This design comes from an exercise in tuning for small area on the open sky130 flow, not from production work.
In this exercise RTL edits were held to simulation tests only and were not proved equivalent to the original.
The clock port is modelled as an ideal driver; clocking choices that lean on that would not hold on a real chip.
Power is estimated from default activity; no workload was simulated.

==> build 61 <==
Design calc_top, start of the top module:
module calc_top
#(
    parameter int SCAN_DIV        = 128,
    parameter int DEBOUNCE_CYCLES = 100,
    parameter int REFRESH_DIV     = 8
) (
    input  wire logic       sys_clk,
    input  wire logic       sys_rst_n,
    input  wire logic [3:0] key_row,    
    output logic [3:0]      key_col,    
    output logic [5:0]      seg_sel,
    output calc_pkg::seg_code_t       seg_code
);
==> module row_debounce, before the edit <==
module row_debounce #(
    parameter int DEBOUNCE_CYCLES = 100
) (
    input  wire logic sys_clk,
    input  wire logic sys_rst_n,
    input  wire logic row_raw,
    output logic      row_stable
);
    localparam logic [6:0] POL = 7'b0101010;    
    logic       sync_meta;
    logic       sync_q;
    logic [6:0] cnt_q;         
    logic [6:0] cnt;           
    logic       differ;
    logic       done;
    logic       run;
    assign cnt    = cnt_q ^ POL;
    assign differ = sync_q ^ row_stable;
    assign done   = cnt[6] & ~cnt[5] & cnt[4] & cnt[2] & cnt[0];
    assign run    = differ & ~done;
    always_ff @(posedge sys_clk or negedge sys_rst_n) begin
        if (!sys_rst_n) begin
            sync_meta  <= 1'b0;
            sync_q     <= 1'b0;
            row_stable <= 1'b0;
        end else begin
            sync_meta <= row_raw;
            sync_q    <= sync_meta;
            if (differ && done) begin
                row_stable <= sync_q;
            end
        end
    end
    always_ff @(posedge sys_clk) begin
        if (run) begin
            cnt_q <= {cnt[5:0], cnt[6] ^ cnt[5]} ^ POL;
        end else begin
            cnt_q <= 7'b0000001 ^ POL;
        end
    end
endmodule
export LEC_CHECK = 0
export CAP_MARGIN = 20
export CORE_MARGIN = 2
export CORE_UTILIZATION = 65
export PLACE_DENSITY = 0.75
export SLEW_MARGIN = 20
create_clock -name core_clock -period 75.0 [get_ports {sys_clk}]
standard.sh (not shown) runs the stock make flow with config.mk's settings and CLKGATE_MAP_FILE= SYNTH_SCRIPT=/design/flow/synth_recipe.tcl, a recipe that flattens the netlist after the stock synthesis.
==> flow/flow/run.sh <==
#!/bin/bash
# The standard layout with three changes:
#  - synthesis: synth_recipe.tcl unchanged, except that ABC maps with
#    flow/abc_area.script (registers are untouched by ABC);
#  - a lighter clock tree (small leaf buffers, no dummy loads), with the
#    leaf buffers whose sinks see a slow edge upsized (flow/fix_clock.tcl);
#  - single-drive port buffers.
# Every tool's output goes to the ORFS logs under orfs/logs; the make output
# goes to standard.log.
set -e
export AREA_ABC_SCRIPT="$PWD/flow/abc_area.script"
{ head -n 1 synth_recipe.tcl; cat flow/abc_wrap.tcl; tail -n +2 synth_recipe.tcl; } > area_synth.tcl
sed "s#SYNTH_SCRIPT=[^ ]*#SYNTH_SCRIPT=$PWD/area_synth.tcl#" standard.sh > area_standard.sh
export CTS_ARGS="-sink_clustering_enable -repair_clock_nets -dont_use_dummy_load -buf_list sky130_fd_sc_hd__clkbuf_4 -root_buf sky130_fd_sc_hd__clkbuf_8"
export POST_CTS_TCL="$PWD/flow/fix_clock.tcl"
export BUFFER_PORTS_ARGS="-buffer_cell sky130_fd_sc_hd__buf_1"
bash area_standard.sh > standard.log 2>&1
==> flow/flow/abc_area.script <==
strash
dch -f
amap
&get -n
&st
&dch -f
&nf -R 1000 -F 8 -A 4
&put
topo
stime -c
dnsize -c
==> flow/flow/abc_wrap.tcl <==
# Map the combinational logic with an area-oriented ABC script
# (flow/abc_area.script): the clock period leaves ample slack, so the
# standard script's delay-driven mapping, buffering and upsizing are dropped.
proc abc {args} {
  set i [lsearch -exact $args -script]
  if { $i >= 0 } {
    lset args [expr { $i + 1 }] $::env(AREA_ABC_SCRIPT)
  }
  yosys abc {*}$args
}
==> flow/flow/fix_clock.tcl <==
estimate_parasitics -placement
set fixed 0
foreach inst [get_cells *] {
  set master [get_property $inst ref_name]
  if { ![string match "sky130_fd_sc_hd__clkbuf_*" $master] } { continue }
  if { ![string match "clkbuf_*" [get_property $inst full_name]] } { continue }
  set opin [get_pins -of_objects $inst -filter "direction==output"]
  set worst 0.0
  foreach pin [get_pins -of_objects [get_nets -of_objects $opin] -filter "direction==input"] {
    if { [get_property $pin name] != "CLK" } { continue }
    set slew [get_property $pin slew_max]
    if { $slew > $worst } { set worst $slew }
  }
  if { $worst > 0.118 } {
    set bigger ""
    if { $master == "sky130_fd_sc_hd__clkbuf_2" } { set bigger sky130_fd_sc_hd__clkbuf_4 }
    if { $master == "sky130_fd_sc_hd__clkbuf_4" } { set bigger sky130_fd_sc_hd__clkbuf_8 }
    if { $master == "sky130_fd_sc_hd__clkbuf_8" } { set bigger sky130_fd_sc_hd__clkbuf_16 }
    if { $bigger != "" } {
      puts "fix_clock: [get_property $inst full_name] $master -> $bigger (worst sink slew $worst)"
      replace_cell $inst $bigger
      incr fixed
    }
  }
}
if { $fixed > 0 } {
  detailed_placement
  check_placement -verbose
  estimate_parasitics -placement
}
puts "fix_clock: $fixed clock buffers upsized"
==> trial 82: changes against build 61 <==
--- a/flow/design.v
+++ b/flow/design.v
@@ -57,14 +57,9 @@
 );
-    localparam logic [6:0] POL = 7'b0101010;    
     logic       sync_meta;
     logic       sync_q;
-    logic [6:0] cnt_q;         
-    logic [6:0] cnt;           
+    logic [6:0] stable_cnt;
     logic       differ;
     logic       done;
-    logic       run;
-    assign cnt    = cnt_q ^ POL;
     assign differ = sync_q ^ row_stable;
-    assign done   = cnt[6] & ~cnt[5] & cnt[4] & cnt[2] & cnt[0];
-    assign run    = differ & ~done;
+    assign done   = (stable_cnt == 7'b1001011);
     always_ff @(posedge sys_clk or negedge sys_rst_n) begin
@@ -83,6 +78,6 @@
     always_ff @(posedge sys_clk) begin
-        if (run) begin
-            cnt_q <= {cnt[5:0], cnt[6] ^ cnt[5]} ^ POL;
+        if (differ && !done) begin
+            stable_cnt <= {stable_cnt[5:0], ~(stable_cnt[6] ^ stable_cnt[5])};
         end else begin
-            cnt_q <= 7'b0000001 ^ POL;
+            stable_cnt <= '0;
         end
==> flow/flow/abc_area.script (replaced) <==
&get -n
&st
&dch
&nf -R 1000 -F 8 -A 4
&st
&syn2
&if -g -K 6
&synch2
&nf -R 1000 -F 8 -A 4
&st
&syn2
&if -g -K 6
&synch2
&nf -R 1000 -F 8 -A 4
&st
&syn2
&if -g -K 6
&synch2
&nf -R 1000 -F 8 -A 4
&st
&syn2
&if -g -K 6
&synch2
&nf -R 1000 -F 8 -A 4
&st
&syn2
&if -g -K 6
&synch2
&nf -R 1000 -F 8 -A 4
&put
topo
stime -c
dnsize -c
==> flow/flow/abc_wrap.tcl (replaced) <==
# Map the combinational logic with an area-oriented ABC script (the clock
# period leaves ample slack): the standard script's cell mapping runs with a
# relaxed delay target, and without its buffering and upsizing passes.
proc abc {args} {
  set i [lsearch -exact $args -script]
  if { $i >= 0 } {
    lset args [expr { $i + 1 }] $::env(AREA_ABC_SCRIPT)
  }
  yosys abc {*}$args
}
--- a/flow/flow/fix_clock.tcl
+++ b/flow/flow/fix_clock.tcl
@@ -13,3 +13,3 @@
   }
-  if { $worst > 0.118 } {
+  if { $worst > 0.100 } {
     set bigger ""
==> build 84: changes against build 61 <==
--- a/flow/design.v
+++ b/flow/design.v
@@ -57,14 +57,10 @@
 );
-    localparam logic [6:0] POL = 7'b0101010;    
     logic       sync_meta;
     logic       sync_q;
-    logic [6:0] cnt_q;         
-    logic [6:0] cnt;           
+    logic [6:0] stable_cnt;
     logic       differ;
     logic       done;
-    logic       run;
-    assign cnt    = cnt_q ^ POL;
     assign differ = sync_q ^ row_stable;
-    assign done   = cnt[6] & ~cnt[5] & cnt[4] & cnt[2] & cnt[0];
-    assign run    = differ & ~done;
+    assign done   = stable_cnt[6] & ~stable_cnt[5] & stable_cnt[4] &
+                    stable_cnt[2] & stable_cnt[0];
     always_ff @(posedge sys_clk or negedge sys_rst_n) begin
@@ -83,6 +79,6 @@
     always_ff @(posedge sys_clk) begin
-        if (run) begin
-            cnt_q <= {cnt[5:0], cnt[6] ^ cnt[5]} ^ POL;
+        if (differ && !done) begin
+            stable_cnt <= {stable_cnt[5:0], stable_cnt[6] ^ stable_cnt[5]};
         end else begin
-            cnt_q <= 7'b0000001 ^ POL;
+            stable_cnt <= 7'b0000001;
         end
--- a/flow/flow/fix_clock.tcl
+++ b/flow/flow/fix_clock.tcl
@@ -13,3 +13,3 @@
   }
-  if { $worst > 0.118 } {
+  if { $worst > 0.100 } {
     set bigger ""
==> build 41: changes against build 61 <==
--- a/flow/design.v
+++ b/flow/design.v
@@ -57,14 +57,10 @@
 );
-    localparam logic [6:0] POL = 7'b0101010;    
     logic       sync_meta;
     logic       sync_q;
-    logic [6:0] cnt_q;         
-    logic [6:0] cnt;           
+    logic [6:0] stable_cnt;
     logic       differ;
     logic       done;
-    logic       run;
-    assign cnt    = cnt_q ^ POL;
     assign differ = sync_q ^ row_stable;
-    assign done   = cnt[6] & ~cnt[5] & cnt[4] & cnt[2] & cnt[0];
-    assign run    = differ & ~done;
+    assign done   = stable_cnt[6] & ~stable_cnt[5] & stable_cnt[4] &
+                    stable_cnt[2] & stable_cnt[0];
     always_ff @(posedge sys_clk or negedge sys_rst_n) begin
@@ -83,6 +79,6 @@
     always_ff @(posedge sys_clk) begin
-        if (run) begin
-            cnt_q <= {cnt[5:0], cnt[6] ^ cnt[5]} ^ POL;
+        if (differ && !done) begin
+            stable_cnt <= {stable_cnt[5:0], stable_cnt[6] ^ stable_cnt[5]};
         end else begin
-            cnt_q <= 7'b0000001 ^ POL;
+            stable_cnt <= 7'b0000001;
         end
CAP_MARGIN = 0   (was 20)
GPL_TIMING_DRIVEN = 0   (was not set)
SLEW_MARGIN = 0   (was 20)
==> qor summary <==
quantity                                                                          build 61                         trial 82                         build 84                         build 41
Clk network pwr share                                                                14.0%                            23.7%                            15.3%                            14.2%
Hold_ws                                                                           350.8 ps                         352.8 ps                         356.6 ps                         323.7 ps
Final critical-path setup slack                                                   57430 ps                         57210 ps                         57480 ps                         57450 ps
Fraction of standard cell area that is sequential                                   50.11%                           48.18%                           49.56%                           49.69%
Source of the critical timing path                         u_seg_display.jc[2]$_DFFE_PN0P_  u_seg_display.jc[2]$_DFFE_PN0P_  u_seg_display.jc[0]$_DFFE_PN0P_  u_seg_display.jc[2]$_DFFE_PN0P_
Mux share of post-synthesis cell area                                               1.590%                           1.202%                           1.400%                           1.400%
Via count of the first global-routing pass                                            4498                             4610                             4414                             4378
Clock buf/inv share                                                                 2.178%                           2.363%                           2.522%                           2.067%
Final design utilization                                                            72.06%                           71.52%                           70.51%                           70.33%
Global Route met2 Usage                                                             44.59%                           42.58%                           44.04%                           42.08%
Routed length on met3                                                               776 µm                           625 µm                           636 µm                           671 µm
Overall fraction of global-route tracks in use                                      26.90%                           25.83%                           26.45%                           25.84%
Crit path max-delay cell type                                                    a2111oi_0                          dfrtp_1                          dfrtp_1                          dfrtp_1
Capture point of the worst path                                                seg_code[6]                      seg_code[3]                      seg_code[3]                      seg_code[5]
Compound-cell area share of the yosys netlist                                       16.26%                           15.41%                           16.07%                           16.07%
Run status                                                                  finished clean                   finished clean                   finished clean                   finished clean
Non-clock inverters                                                                     69                               67                               74                               74
Time the final worst path needs with I/O delays and setup                         17570 ps                         17790 ps                         17520 ps                         17550 ps
Comb group                                                                     0.0000870 W                      0.0000204 W                      0.0000888 W                      0.0000882 W

separate check: timing with driven ports:
In the flow no input, the clock included, has a driving cell. The finished layouts below were timed again as built, in two steps.
Step 1 (the two cells are an assumption about what drives the block):
set clk [get_ports {sys_clk}]
set_driving_cell -lib_cell sky130_fd_sc_hd__clkbuf_16 $clk
set_driving_cell -lib_cell sky130_fd_sc_hd__buf_2 [delete_from_list [all_inputs] $clk]
Step 2 also shifts input and output timing later by t, the mid clock arrival at the registers, as if the neighbouring blocks saw the same clock.
Three values: no drivers, after step 1, after step 2; two values: the first two.
run	t (ns)	setup WS [ns]	hold WS [ns]	worst register clock-pin slew, ns
build 61	0.446	57.432 / 57.396 / 57.842	0.351 / 0.351 / 0.351	0.11 / 0.11
trial 82	0.448	57.212 / 57.174 / 57.622	0.353 / 0.353 / 0.353	0.10 / 0.10
build 84	0.442	57.482 / 57.447 / 57.888	0.357 / 0.357 / 0.357	0.09 / 0.09
build 41	0.440	57.453 / 57.414 / 57.854	0.324 / 0.324 / 0.324	0.11 / 0.11
After both steps setup and hold are still met in every run listed.
